What follows belongs to an exercise in optimizing a design on an open flow for small area, a short achievable clock period and few clock cycles per item; a production flow would make more cautious choices. Only simulation tests tie the RTL to the original design; equivalence was not proved. Power and IR drop assume default switching activity.

==> flow/config.mk <==
export PLATFORM = sky130hd
export DESIGN_NAME = heap_alloc_top
export DESIGN_NICKNAME = heap_alloc_top
export VERILOG_FILES = /design/flow/design.v
export SDC_FILE = /design/flow/constraint.sdc
export NUM_CORES = 4
export LEC_CHECK = 0
export CAP_MARGIN = 20
export CORE_MARGIN = 2
export CORE_UTILIZATION = 40
export SLEW_MARGIN = 20
==> flow/constraint.sdc <==
create_clock -name core_clock -period 10.0 [get_ports {clk_i}]
set_input_delay 2.0000 -clock core_clock [delete_from_list [all_inputs] [get_ports {clk_i}]]
set_output_delay 2.0000 -clock core_clock [all_outputs]
set_load 0.01 [all_outputs]
==> flow/design.v <==
`default_nettype none
package heap_pkg;
  typedef logic [16-1:0] heap_addr_t;   
  typedef logic [7-1:0] hdr_idx_t;   
  typedef enum logic {
    FIRST_FIT = 1'b0,
    BEST_FIT  = 1'b1
  } alloc_strategy_e;
  typedef enum logic [3:0] {
    ST_INIT_HEAD,
    ST_INIT_BLOCK,
    ST_IDLE,
    ST_ALLOC_WALK,
    ST_ALLOC_FIT,
    ST_WR_NEW,
    ST_FREE_WALK,
    ST_FREE_LINK,
    ST_WR_LINK,
    ST_RSP
  } walker_state_e;
  typedef struct packed {
    heap_addr_t size;
    heap_addr_t next;   
  } block_header_t;
  typedef struct packed {
    logic       is_alloc;
    heap_addr_t operand;   
  } heap_req_t;
  typedef struct packed {
    logic       is_alloc;
    logic       ok;
    heap_addr_t ptr;
  } heap_rsp_t;
  typedef struct packed {
    logic          en;
    hdr_idx_t      idx;
    block_header_t hdr;
  } hdr_wr_t;
endpackage
`default_nettype wire
`timescale 1ns/1ps
`default_nettype none
module heap_req_intake (
  input  wire logic                clk_i,
  input  wire logic                rst_ni,
  input  wire logic                req_valid_i,
  input  wire heap_pkg::heap_req_t req_i,
  output logic                     req_ready_o,
  output logic                     push_o,
  output heap_pkg::heap_req_t      push_req_o,
  input  wire logic                credit_i
);
  localparam int CRED_W = $clog2(4 + 1);
  localparam heap_pkg::heap_addr_t GRAIN_M1 = heap_pkg::heap_addr_t'(8 - 1);
  localparam heap_pkg::heap_addr_t MIN_SZ = heap_pkg::heap_addr_t'(16);
  logic [CRED_W-1:0]    credit_q, credit_d;
  logic                 push_q, push_d;
  logic                 ready_q;
  heap_pkg::heap_addr_t size_rnd;
  heap_pkg::heap_req_t  req_norm;
  heap_pkg::heap_req_t  push_req_q;
  assign size_rnd = (req_i.operand + GRAIN_M1) & ~GRAIN_M1;   
  always_comb begin
    req_norm = req_i;   
    if (req_i.is_alloc) begin
      req_norm.operand = (size_rnd < MIN_SZ) ? MIN_SZ : size_rnd;
    end
  end
  assign push_d   = req_valid_i && ready_q;
  assign credit_d = credit_q - {{(CRED_W-1){1'b0}}, push_q} + {{(CRED_W-1){1'b0}}, credit_i};
  always_ff @(posedge clk_i) begin
    if (!rst_ni) begin
      credit_q <= 4;
      push_q   <= 1'b0;
      ready_q  <= 1'b0;
    end else begin
      credit_q <= credit_d;
      push_q   <= push_d;
      ready_q  <= credit_d > {{(CRED_W-1){1'b0}}, push_d};
    end
  end
  always_ff @(posedge clk_i) begin
    if (push_d) push_req_q <= req_norm;
  end
  assign req_ready_o = ready_q;
  assign push_o      = push_q;
  assign push_req_o  = push_req_q;
endmodule
`default_nettype wire
`timescale 1ns/1ps
`default_nettype none
module heap_req_fifo (
  input  wire logic                clk_i,
  input  wire logic                rst_ni,
  input  wire logic                push_i,
  input  wire heap_pkg::heap_req_t push_req_i,
  output logic                     head_valid_o,
  output heap_pkg::heap_req_t      head_req_o,
  input  wire logic                pop_i,
  output logic                     credit_o
);
  localparam int DEPTH = 4;
  localparam int PTR_W = $clog2(DEPTH);
  localparam int CNT_W = $clog2(DEPTH + 1);
  logic [16:0] mem_q [0:DEPTH-1];   
  logic [PTR_W-1:0]    wr_ptr_q, rd_ptr_q;
  logic [CNT_W-1:0]    count_q;
  logic                credit_q;
  logic                do_pop;
  function automatic logic [PTR_W-1:0] ptr_inc(input logic [PTR_W-1:0] p);
    if (p == DEPTH - 1) ptr_inc = '0;
    else ptr_inc = p + 1'b1;
  endfunction
  assign do_pop = pop_i && head_valid_o;
  always_ff @(posedge clk_i) begin
    if (!rst_ni) begin
      wr_ptr_q <= '0;
      rd_ptr_q <= '0;
      count_q  <= '0;
      credit_q <= 1'b0;
    end else begin
      if (push_i) wr_ptr_q <= ptr_inc(wr_ptr_q);   
      if (do_pop) rd_ptr_q <= ptr_inc(rd_ptr_q);
      case ({push_i, do_pop})
        2'b10:   count_q <= count_q + 1'b1;
        2'b01:   count_q <= count_q - 1'b1;
        default: count_q <= count_q;
      endcase
      credit_q <= do_pop;   
    end
  end
  always_ff @(posedge clk_i) begin
    if (push_i) mem_q[wr_ptr_q] <= push_req_i;
  end
  assign head_valid_o = (count_q != '0);
  assign head_req_o   = mem_q[rd_ptr_q];
  assign credit_o     = credit_q;
endmodule
`default_nettype wire
`timescale 1ns/1ps
`default_nettype none
module heap_header_ram (
  input  wire logic                    clk_i,
  input  wire heap_pkg::hdr_idx_t      rd_idx_i,
  output heap_pkg::block_header_t      rd_hdr_o,
  input  wire heap_pkg::hdr_wr_t       hdr_wr_i
);
  localparam int ENTRIES = 1024 / 8;
  logic [2*16-1:0] mem_q [0:ENTRIES-1];   
  heap_pkg::block_header_t rd_hdr_q;
  always_ff @(posedge clk_i) begin
    if (hdr_wr_i.en) begin
      mem_q[hdr_wr_i.idx] <= hdr_wr_i.hdr;
    end
  end
  always_ff @(posedge clk_i) begin
    rd_hdr_q <= mem_q[rd_idx_i];   
  end
  assign rd_hdr_o = rd_hdr_q;
endmodule
`default_nettype wire
`timescale 1ns/1ps
`default_nettype none
module heap_free_list_walker (
  input  wire logic                      clk_i,
  input  wire logic                      rst_ni,
  input  wire heap_pkg::alloc_strategy_e strategy_i,
  input  wire logic                      head_valid_i,
  input  wire heap_pkg::heap_req_t       head_req_i,
  output logic                           pop_o,
  output heap_pkg::hdr_idx_t             rd_idx_o,
  input  wire heap_pkg::block_header_t   rd_hdr_i,
  output heap_pkg::hdr_wr_t              hdr_wr_o,
  output logic                           rsp_valid_o,
  output heap_pkg::heap_rsp_t            rsp_o,
  input  wire logic                      rsp_ready_i
);
  localparam heap_pkg::heap_addr_t HDR_SZ = heap_pkg::heap_addr_t'(8);
  localparam heap_pkg::heap_addr_t MIN_SZ = heap_pkg::heap_addr_t'(16);
  localparam heap_pkg::heap_addr_t BASE = heap_pkg::heap_addr_t'(8);
  localparam heap_pkg::heap_addr_t INIT_SZ =
    heap_pkg::heap_addr_t'(1024 - 8 - 8);
  heap_pkg::walker_state_e state_q, state_d;
  heap_pkg::heap_req_t     req_q, req_d;
  heap_pkg::heap_rsp_t     rsp_q, rsp_d;
  heap_pkg::heap_addr_t    cur_addr_q, cur_addr_d;   
  heap_pkg::heap_addr_t    prev_addr_q, prev_addr_d;
  heap_pkg::block_header_t prev_hdr_q, prev_hdr_d;
  heap_pkg::heap_addr_t    fit_addr_q, fit_addr_d;
  heap_pkg::block_header_t fit_hdr_q, fit_hdr_d;
  heap_pkg::heap_addr_t    best_diff_q, best_diff_d;
  logic                    found_q, found_d;
  heap_pkg::heap_addr_t    link_addr_q, link_addr_d;   
  heap_pkg::block_header_t link_hdr_q, link_hdr_d;
  heap_pkg::heap_addr_t    link_next_q, link_next_d;
  heap_pkg::heap_addr_t    rd_addr;
  heap_pkg::heap_addr_t    cur_diff;
  logic                    cur_fits, cur_take;
  logic [16:0]   split_need;
  logic                    do_split;
  heap_pkg::heap_addr_t    blk_addr, new_addr;
  function automatic heap_pkg::hdr_idx_t addr2idx(input heap_pkg::heap_addr_t a);
    addr2idx = a[7+2:3];   
  endfunction
  assign cur_fits = rd_hdr_i.size >= req_q.operand;
  assign cur_diff = rd_hdr_i.size - req_q.operand;
  assign cur_take = cur_fits && (strategy_i == heap_pkg::FIRST_FIT || !found_q ||
                                 cur_diff < best_diff_q);
  assign split_need = {1'b0, req_q.operand} + {1'b0, HDR_SZ} + {1'b0, MIN_SZ};
  assign do_split   = {1'b0, fit_hdr_q.size} >= split_need;
  assign new_addr   = fit_addr_q + HDR_SZ + req_q.operand;
  assign blk_addr   = req_q.operand - HDR_SZ;
  always_comb begin
    state_d     = state_q;
    req_d       = req_q;
    rsp_d       = rsp_q;
    cur_addr_d  = cur_addr_q;
    prev_addr_d = prev_addr_q;
    prev_hdr_d  = prev_hdr_q;
    fit_addr_d  = fit_addr_q;
    fit_hdr_d   = fit_hdr_q;
    best_diff_d = best_diff_q;
    found_d     = found_q;
    link_addr_d = link_addr_q;
    link_hdr_d  = link_hdr_q;
    link_next_d = link_next_q;
    pop_o       = 1'b0;
    rd_addr     = '0;
    hdr_wr_o    = '0;
    rsp_valid_o = 1'b0;
    unique case (state_q)
      heap_pkg::ST_INIT_HEAD: begin
        hdr_wr_o.en       = 1'b1;   
        hdr_wr_o.idx      = addr2idx('0);
        hdr_wr_o.hdr.next = BASE;
        state_d           = heap_pkg::ST_INIT_BLOCK;
      end
      heap_pkg::ST_INIT_BLOCK: begin
        hdr_wr_o.en       = 1'b1;   
        hdr_wr_o.idx      = addr2idx(BASE);
        hdr_wr_o.hdr.size = INIT_SZ;
        state_d           = heap_pkg::ST_IDLE;
      end
      heap_pkg::ST_IDLE: begin
        if (head_valid_i) begin
          pop_o      = 1'b1;
          req_d      = head_req_i;
          cur_addr_d = '0;
          found_d    = 1'b0;
          rd_addr    = '0;   
          state_d    = head_req_i.is_alloc ? heap_pkg::ST_ALLOC_WALK : heap_pkg::ST_FREE_WALK;
        end
      end
      heap_pkg::ST_ALLOC_WALK: begin
        if (cur_take) begin
          fit_addr_d  = cur_addr_q;
          fit_hdr_d   = rd_hdr_i;
          link_addr_d = prev_addr_q;
          link_hdr_d  = prev_hdr_q;
          best_diff_d = cur_diff;
          found_d     = 1'b1;
        end
        if ((strategy_i == heap_pkg::FIRST_FIT && cur_fits) || rd_hdr_i.next == '0) begin
          if (found_q || cur_take) begin
            state_d = heap_pkg::ST_ALLOC_FIT;
          end else begin
            rsp_d.is_alloc = 1'b1;   
            rsp_d.ok       = 1'b0;
            rsp_d.ptr      = '0;
            state_d        = heap_pkg::ST_RSP;
          end
        end else begin
          prev_addr_d = cur_addr_q;
          prev_hdr_d  = rd_hdr_i;
          cur_addr_d  = rd_hdr_i.next;
          rd_addr     = rd_hdr_i.next;
        end
      end
      heap_pkg::ST_ALLOC_FIT: begin
        rsp_d.is_alloc = 1'b1;
        rsp_d.ok       = 1'b1;
        rsp_d.ptr      = fit_addr_q + HDR_SZ;
        if (do_split) begin
          hdr_wr_o.en       = 1'b1;   
          hdr_wr_o.idx      = addr2idx(fit_addr_q);
          hdr_wr_o.hdr.size = req_q.operand;
          link_next_d       = new_addr;
          state_d           = heap_pkg::ST_WR_NEW;
        end else begin
          link_next_d = fit_hdr_q.next;   
          state_d     = heap_pkg::ST_WR_LINK;
        end
      end
      heap_pkg::ST_WR_NEW: begin
        hdr_wr_o.en       = 1'b1;   
        hdr_wr_o.idx      = addr2idx(new_addr);
        hdr_wr_o.hdr.size = fit_hdr_q.size - req_q.operand - HDR_SZ;
        hdr_wr_o.hdr.next = fit_hdr_q.next;
        state_d           = heap_pkg::ST_WR_LINK;
      end
      heap_pkg::ST_FREE_WALK: begin
        if (rd_hdr_i.next != '0 && rd_hdr_i.next < blk_addr) begin
          cur_addr_d = rd_hdr_i.next;
          rd_addr    = rd_hdr_i.next;
        end else begin
          link_addr_d = cur_addr_q;   
          link_hdr_d  = rd_hdr_i;
          link_next_d = blk_addr;
          rd_addr     = blk_addr;   
          state_d     = heap_pkg::ST_FREE_LINK;
        end
      end
      heap_pkg::ST_FREE_LINK: begin
        hdr_wr_o.en       = 1'b1;
        hdr_wr_o.idx      = addr2idx(blk_addr);
        hdr_wr_o.hdr.size = rd_hdr_i.size;
        hdr_wr_o.hdr.next = link_hdr_q.next;
        rsp_d.is_alloc    = 1'b0;
        rsp_d.ok          = 1'b1;
        rsp_d.ptr         = '0;
        state_d           = heap_pkg::ST_WR_LINK;
      end
      heap_pkg::ST_WR_LINK: begin
        hdr_wr_o.en       = 1'b1;
        hdr_wr_o.idx      = addr2idx(link_addr_q);
        hdr_wr_o.hdr.size = link_hdr_q.size;
        hdr_wr_o.hdr.next = link_next_q;
        state_d           = heap_pkg::ST_RSP;
      end
      heap_pkg::ST_RSP: begin
        rsp_valid_o = 1'b1;   
        if (rsp_ready_i) state_d = heap_pkg::ST_IDLE;
      end
      default: state_d = heap_pkg::ST_IDLE;
    endcase
  end
  always_ff @(posedge clk_i) begin
    if (!rst_ni) begin
      state_q <= heap_pkg::ST_INIT_HEAD;
    end else begin
      state_q <= state_d;
    end
  end
  always_ff @(posedge clk_i) begin
    req_q       <= req_d;
    rsp_q       <= rsp_d;
    cur_addr_q  <= cur_addr_d;
    prev_addr_q <= prev_addr_d;
    prev_hdr_q  <= prev_hdr_d;
    fit_addr_q  <= fit_addr_d;
    fit_hdr_q   <= fit_hdr_d;
    best_diff_q <= best_diff_d;
    found_q     <= found_d;
    link_addr_q <= link_addr_d;
    link_hdr_q  <= link_hdr_d;
    link_next_q <= link_next_d;
  end
  assign rd_idx_o = addr2idx(rd_addr);
  assign rsp_o    = rsp_q;
endmodule
`default_nettype wire
`timescale 1ns/1ps
`default_nettype none
module heap_alloc_top (
  input  wire logic                      clk_i,
  input  wire logic                      rst_ni,
  input  wire heap_pkg::alloc_strategy_e strategy_i,
  input  wire logic                      req_valid_i,
  input  wire heap_pkg::heap_req_t       req_i,
  output logic                           req_ready_o,
  output logic                           rsp_valid_o,
  output heap_pkg::heap_rsp_t            rsp_o,
  input  wire logic                      rsp_ready_i
);
  logic                    push;
  heap_pkg::heap_req_t     push_req;
  logic                    credit;
  logic                    head_valid;
  heap_pkg::heap_req_t     head_req;
  logic                    pop;
  heap_pkg::hdr_idx_t      rd_idx;
  heap_pkg::block_header_t rd_hdr;
  heap_pkg::hdr_wr_t       hdr_wr;
  heap_req_intake heap_req_intake_i (
    .clk_i       (clk_i),
    .rst_ni      (rst_ni),
    .req_valid_i (req_valid_i),
    .req_i       (req_i),
    .req_ready_o (req_ready_o),
    .push_o      (push),
    .push_req_o  (push_req),
    .credit_i    (credit)
  );
  heap_req_fifo heap_req_fifo_i (
    .clk_i        (clk_i),
    .rst_ni       (rst_ni),
    .push_i       (push),
    .push_req_i   (push_req),
    .head_valid_o (head_valid),
    .head_req_o   (head_req),
    .pop_i        (pop),
    .credit_o     (credit)
  );
  heap_free_list_walker heap_free_list_walker_i (
    .clk_i        (clk_i),
    .rst_ni       (rst_ni),
    .strategy_i   (strategy_i),
    .head_valid_i (head_valid),
    .head_req_i   (head_req),
    .pop_o        (pop),
    .rd_idx_o     (rd_idx),
    .rd_hdr_i     (rd_hdr),
    .hdr_wr_o     (hdr_wr),
    .rsp_valid_o  (rsp_valid_o),
    .rsp_o        (rsp_o),
    .rsp_ready_i  (rsp_ready_i)
  );
  heap_header_ram heap_header_ram_i (
    .clk_i    (clk_i),
    .rd_idx_i (rd_idx),
    .rd_hdr_o (rd_hdr),
    .hdr_wr_i (hdr_wr)
  );
endmodule
`default_nettype wire
==> flow/run.sh <==
#!/bin/bash
# synth_recipe.tcl (not shown) runs the flow's synth.tcl, then flattens the netlist and writes it again
# the make line also repeats each setting of config.mk as NAME=value (left out here)
make -C /OpenROAD-flow-scripts/flow DESIGN_CONFIG=/design/flow/config.mk WORK_HOME=/design/flow/orfs CLKGATE_MAP_FILE= SYNTH_SCRIPT=/design/flow/synth_recipe.tcl finish
==> summary.txt <==
registers in the layout, indices dropped and copies added, names as in the netlist, 16 cells and up, named ones only:
name,count
heap_free_list_walker_i.fit_hdr_q,32
heap_free_list_walker_i.req_q,16
heap_header_ram_i.rd_hdr_q,32
heap_free_list_walker_i.prev_hdr_q,32
heap_free_list_walker_i.rsp_q,18
heap_free_list_walker_i.fit_addr_q,16
heap_free_list_walker_i.cur_addr_q,16
heap_free_list_walker_i.link_hdr_q,32
heap_header_ram_i.mem_q,4096
heap_req_fifo_i.mem_q,68
heap_req_intake_i.push_req_q,17
heap_free_list_walker_i.link_next_q,16
heap_free_list_walker_i.best_diff_q,16
synth_stat cells, types with 103 or more instances:
cell / number
a21oi_1: 103
clkbuf_1: 224
edfxtp_1: 4390
ha_1: 114
inv_1: 123
mux2i_1: 145
mux4_2: 818
nand2_1: 805
nand3_1: 107
nor2_1: 304
o21ai_0: 195
o22ai_1: 384
logic make-up after synthesis:
group / after synthesis
fa+ha+maj: 120
xor+xnor: 72
flops: 4441
simple gates: 1510
buf+inv: 601
mux: 1003
compound gates: 1150
where the power goes:
group / total (mW) / switching [mW] / internal, mW
logic: 8.57 / 5.89 / 2.68
clock network: 15.9 / 7.07 / 8.87
registers: 22.2 / 0.417 / 21.8
total: 46.7 / 13.4 / 33.3
critical path: stages (launching register included):
cell,delay (ns)
edfxtp_1,0.54
or4_1,0.59
nor2_1,0.16
nand2_1,0.17
nor4_1,0.29
xnor2_1,0.21
ha_1,0.30
a211o_1,0.28
a21oi_1,0.24
o211ai_1,0.27
a21oi_2,0.52
a21oi_2,0.26
o21ai_4,0.92
or2_4,0.76
buf_4,0.67
o22ai_1,0.19
nor2_1,0.15
o221ai_1,0.43
o21ai_0,1.07
and4_1,0.30
cell usage in the layout, fill, tap and decap left out, drive strengths merged, types with 23 or more instances in the layout:
| cell | n |
|---|---|
| o41ai | 44 |
| nor2b | 31 |
| nand4 | 50 |
| nand2 | 806 |
| a32oi | 92 |
| nor4 | 28 |
| a211oi | 43 |
| a22oi | 29 |
| nor2 | 304 |
| buf | 387 |
| a221o | 26 |
| bufinv | 23 |
| dfxtp | 51 |
| and2 | 28 |
| a21oi | 106 |
| o21ai | 198 |
| mux2i | 145 |
| mux2 | 40 |
| xnor2 | 58 |
| o22ai | 384 |
| edfxtp | 4390 |
| clkbuf | 562 |
| inv | 132 |
| clkdlybuf4s50 | 41 |
| nor3 | 33 |
| a221oi | 38 |
| ha | 114 |
| mux4 | 818 |
| and3 | 50 |
| clkinv | 205 |
| a31oi | 61 |
| nand3 | 107 |
per-layer routing:
layer	up-vias	share of wire, %
met2	5780	46
met5	-	0.020
li1	37300	-
met1	49400	39
met4	16	4.1
met3	916	11
path summary, 6_finish.rpt:
kind                                          startpoint                                endpoint  slack, ns
setup reg to reg        heap_free_list_walker_i.req_q[7]           heap_header_ram_i.rd_hdr_q[4]       1.56
hold reg to reg   heap_free_list_walker_i.cur_addr_q[15]  heap_free_list_walker_i.fit_addr_q[15]       0.36
hold / removal    heap_free_list_walker_i.cur_addr_q[15]  heap_free_list_walker_i.fit_addr_q[15]       0.36
setup / recovery        heap_free_list_walker_i.req_q[7]           heap_header_ram_i.rd_hdr_q[4]       1.56
area by class of cell:
type,count,area (µm²),share of cell area (%)
antenna,13,32.5,0.0165
clock buffer,561,11700,5.95
clock inverter,249,2060,1.05
inverter,124,465,0.236
multi-input combinational,3855,38700,19.7
sequential,4441,133000,67.5
tap,5710,7140,3.63
timing repair buffer,429,3850,1.96
==> impl_metrics.json <==
{
  "outcome": "complete, no violations",
  "numCtsBuffers": 442,
  "route.vias.total": 93500,
  "grt_max_degree": 113,
  "die_y_um": 661,
  "busiest_layer": "met2",
  "io_buffers": 41,
  "vdd_drop_max_mv": 0.191,
  "finalCriticalPeriod_ns": 8.44,
  "cts_max_level": 5,
  "seq_area_frac_synth_pct": 76.9,
  "synth_compound_area_share_pct": 4.48,
  "synth_nets": 9039,
  "path_class": "register to register",
  "cts.path.max_buffers": 4,
  "final_core_util_pct": 45.7,
  "drc": 0,
  "grt_pass1_vias": 91100,
  "ios": 42,
  "use_met1_pct": 32.6,
  "synth-simple-area-share_pct": 3.83,
  "slew_violations": 0,
  "finalSetupViolCount": 0,
  "synthMuxAreaShare_pct": 11.8,
  "antenna_found_initial": 47,
  "std_cell_rows": 241,
  "cp-start-kind": "register",
  "finalSetupTns_ns": 0,
  "firstDrtPassIters": 9,
  "drtIter0Drc": 14400,
  "wl_mm": 520,
  "root_buffer": "clkbuf_16",
  "hpwl_mm": 316,
  "ant_nets": 0,
  "path_clk_slew_ns": 0.07,
  "grt_overflow": 0,
  "hold_class": "register to register",
  "dieArea_um2": 437000,
  "async_reset_ff_share_pct": 0,
  "synth-xor-area-share_pct": 0.365,
  "synth_top_area_share_pct": 76.3,
  "dp_slack_ns": 1.91,
  "grt_pass1_wl_mm": 724,
  "fmax_mhz": 118,
  "p_leak_nw": 59.5,
  "cts_resized": 0,
  "yosysTopAreaCell": "edfxtp_1",
  "grt_use_met3_pct": 5.59,
  "clk-insertion-delay-late_ns": 1.02,
  "fin_hold_ws_ns": 0.364,
  "track_usage_pct": 23.5,
  "fin_area_um2": 197000,
  "syn_area_per_cell_um2": 19.4,
  "fin_nets": 9435,
  "placed_area_um2": 183000,
  "cts_tree": "done",
  "ys.warnings.count": 4,
  "synth_top_family_by_area": "multiplexers",
  "worstPathArrival_ns": 9.36,
  "vias_per_cell": 6.08,
  "ys_types": 82,
  "synth-adder-area-share_pct": 0.895,
  "synthTopCellsByArea": "edfxtp_1 (76%), mux4_2 (11%), nand2_1 (1.7%), o22ai_1 (1.4%), mux2i_1 (0.84%)",
  "cp_max_fo": 25,
  "crit_path_end_kind": "register",
  "numClockSinks": 4441,
  "dp_cells": 14600,
  "relSlewSlack_pct": 18.7,
  "drive_above_1_share_pct": 21.9,
  "core_um2": 430000,
  "maxCapViolations": 0,
  "powerDensity_nw_per_um2": 237,
  "period_share_pct": 84.4,
  "synth_edf_count": 4390,
  "hold_depth": 0,
  "final_cells": 15400,
  "hold_buffers": 0,
  "synthesis.area_um2": 173000,
  "totalPowerFinal_mw": 46.7,
  "worst_pin_slew_ns": 1.22,
  "die_w_um": 661,
  "fill_cells": 35700,
  "cts_setup_buffers": 0,
  "area_delta_synth_final_pct": 14.0,
  "wire_per_inst_um": 33.8,
  "synth_cells": 8897,
  "yosys_register_bits": 4441,
  "synth_flop_cell": "edfxtp_1",
  "globalRouteMet2Util_pct": 36.3,
  "reg2regPathDepth": 19,
  "rsz0062_at_grt": "false",
  "crit_required_ns": 10.92,
  "start_util_pct": 40.1,
  "setup_ws_ns": 1.56,
  "fin_skew_ns": 0.0939,
  "place_congestion": 0.933,
  "finalHoldViolCount": 0
}
Testbench counts, summed over its fixed seeds: cycles 70,352, ops 4,800.

==> what the ideal ports hide <==
In the flow no input, the clock included, has a driving cell. The finished layout below was timed again as built, in two steps.
Step 1 sets driving cells, clkbuf_16 on the clock port and buf_2 on the other inputs (assumed; they add their load-dependent delay and slew).
Step 2, shift: input delay + t, output delay - t, t = (earliest + latest rising clock arrival at the registers) / 2. This alone moves slack from input paths to output paths.
a / b / c = ideal ports / drivers / drivers and shift; a / b = the first two.
t (ns): 1.090
setup WS [ns]: 1.555 / 1.555 / 1.555
latest minus earliest clock arrival (ns): 0.094 / 0.095
worst slew at a driven data input, ns: 0.04
cell pins on the clock port's net: 1
After both steps setup and hold are still met in this run. For this run, drivers alone change the setup slack by 0.000 ns; drivers and shift together by 0.000 ns.
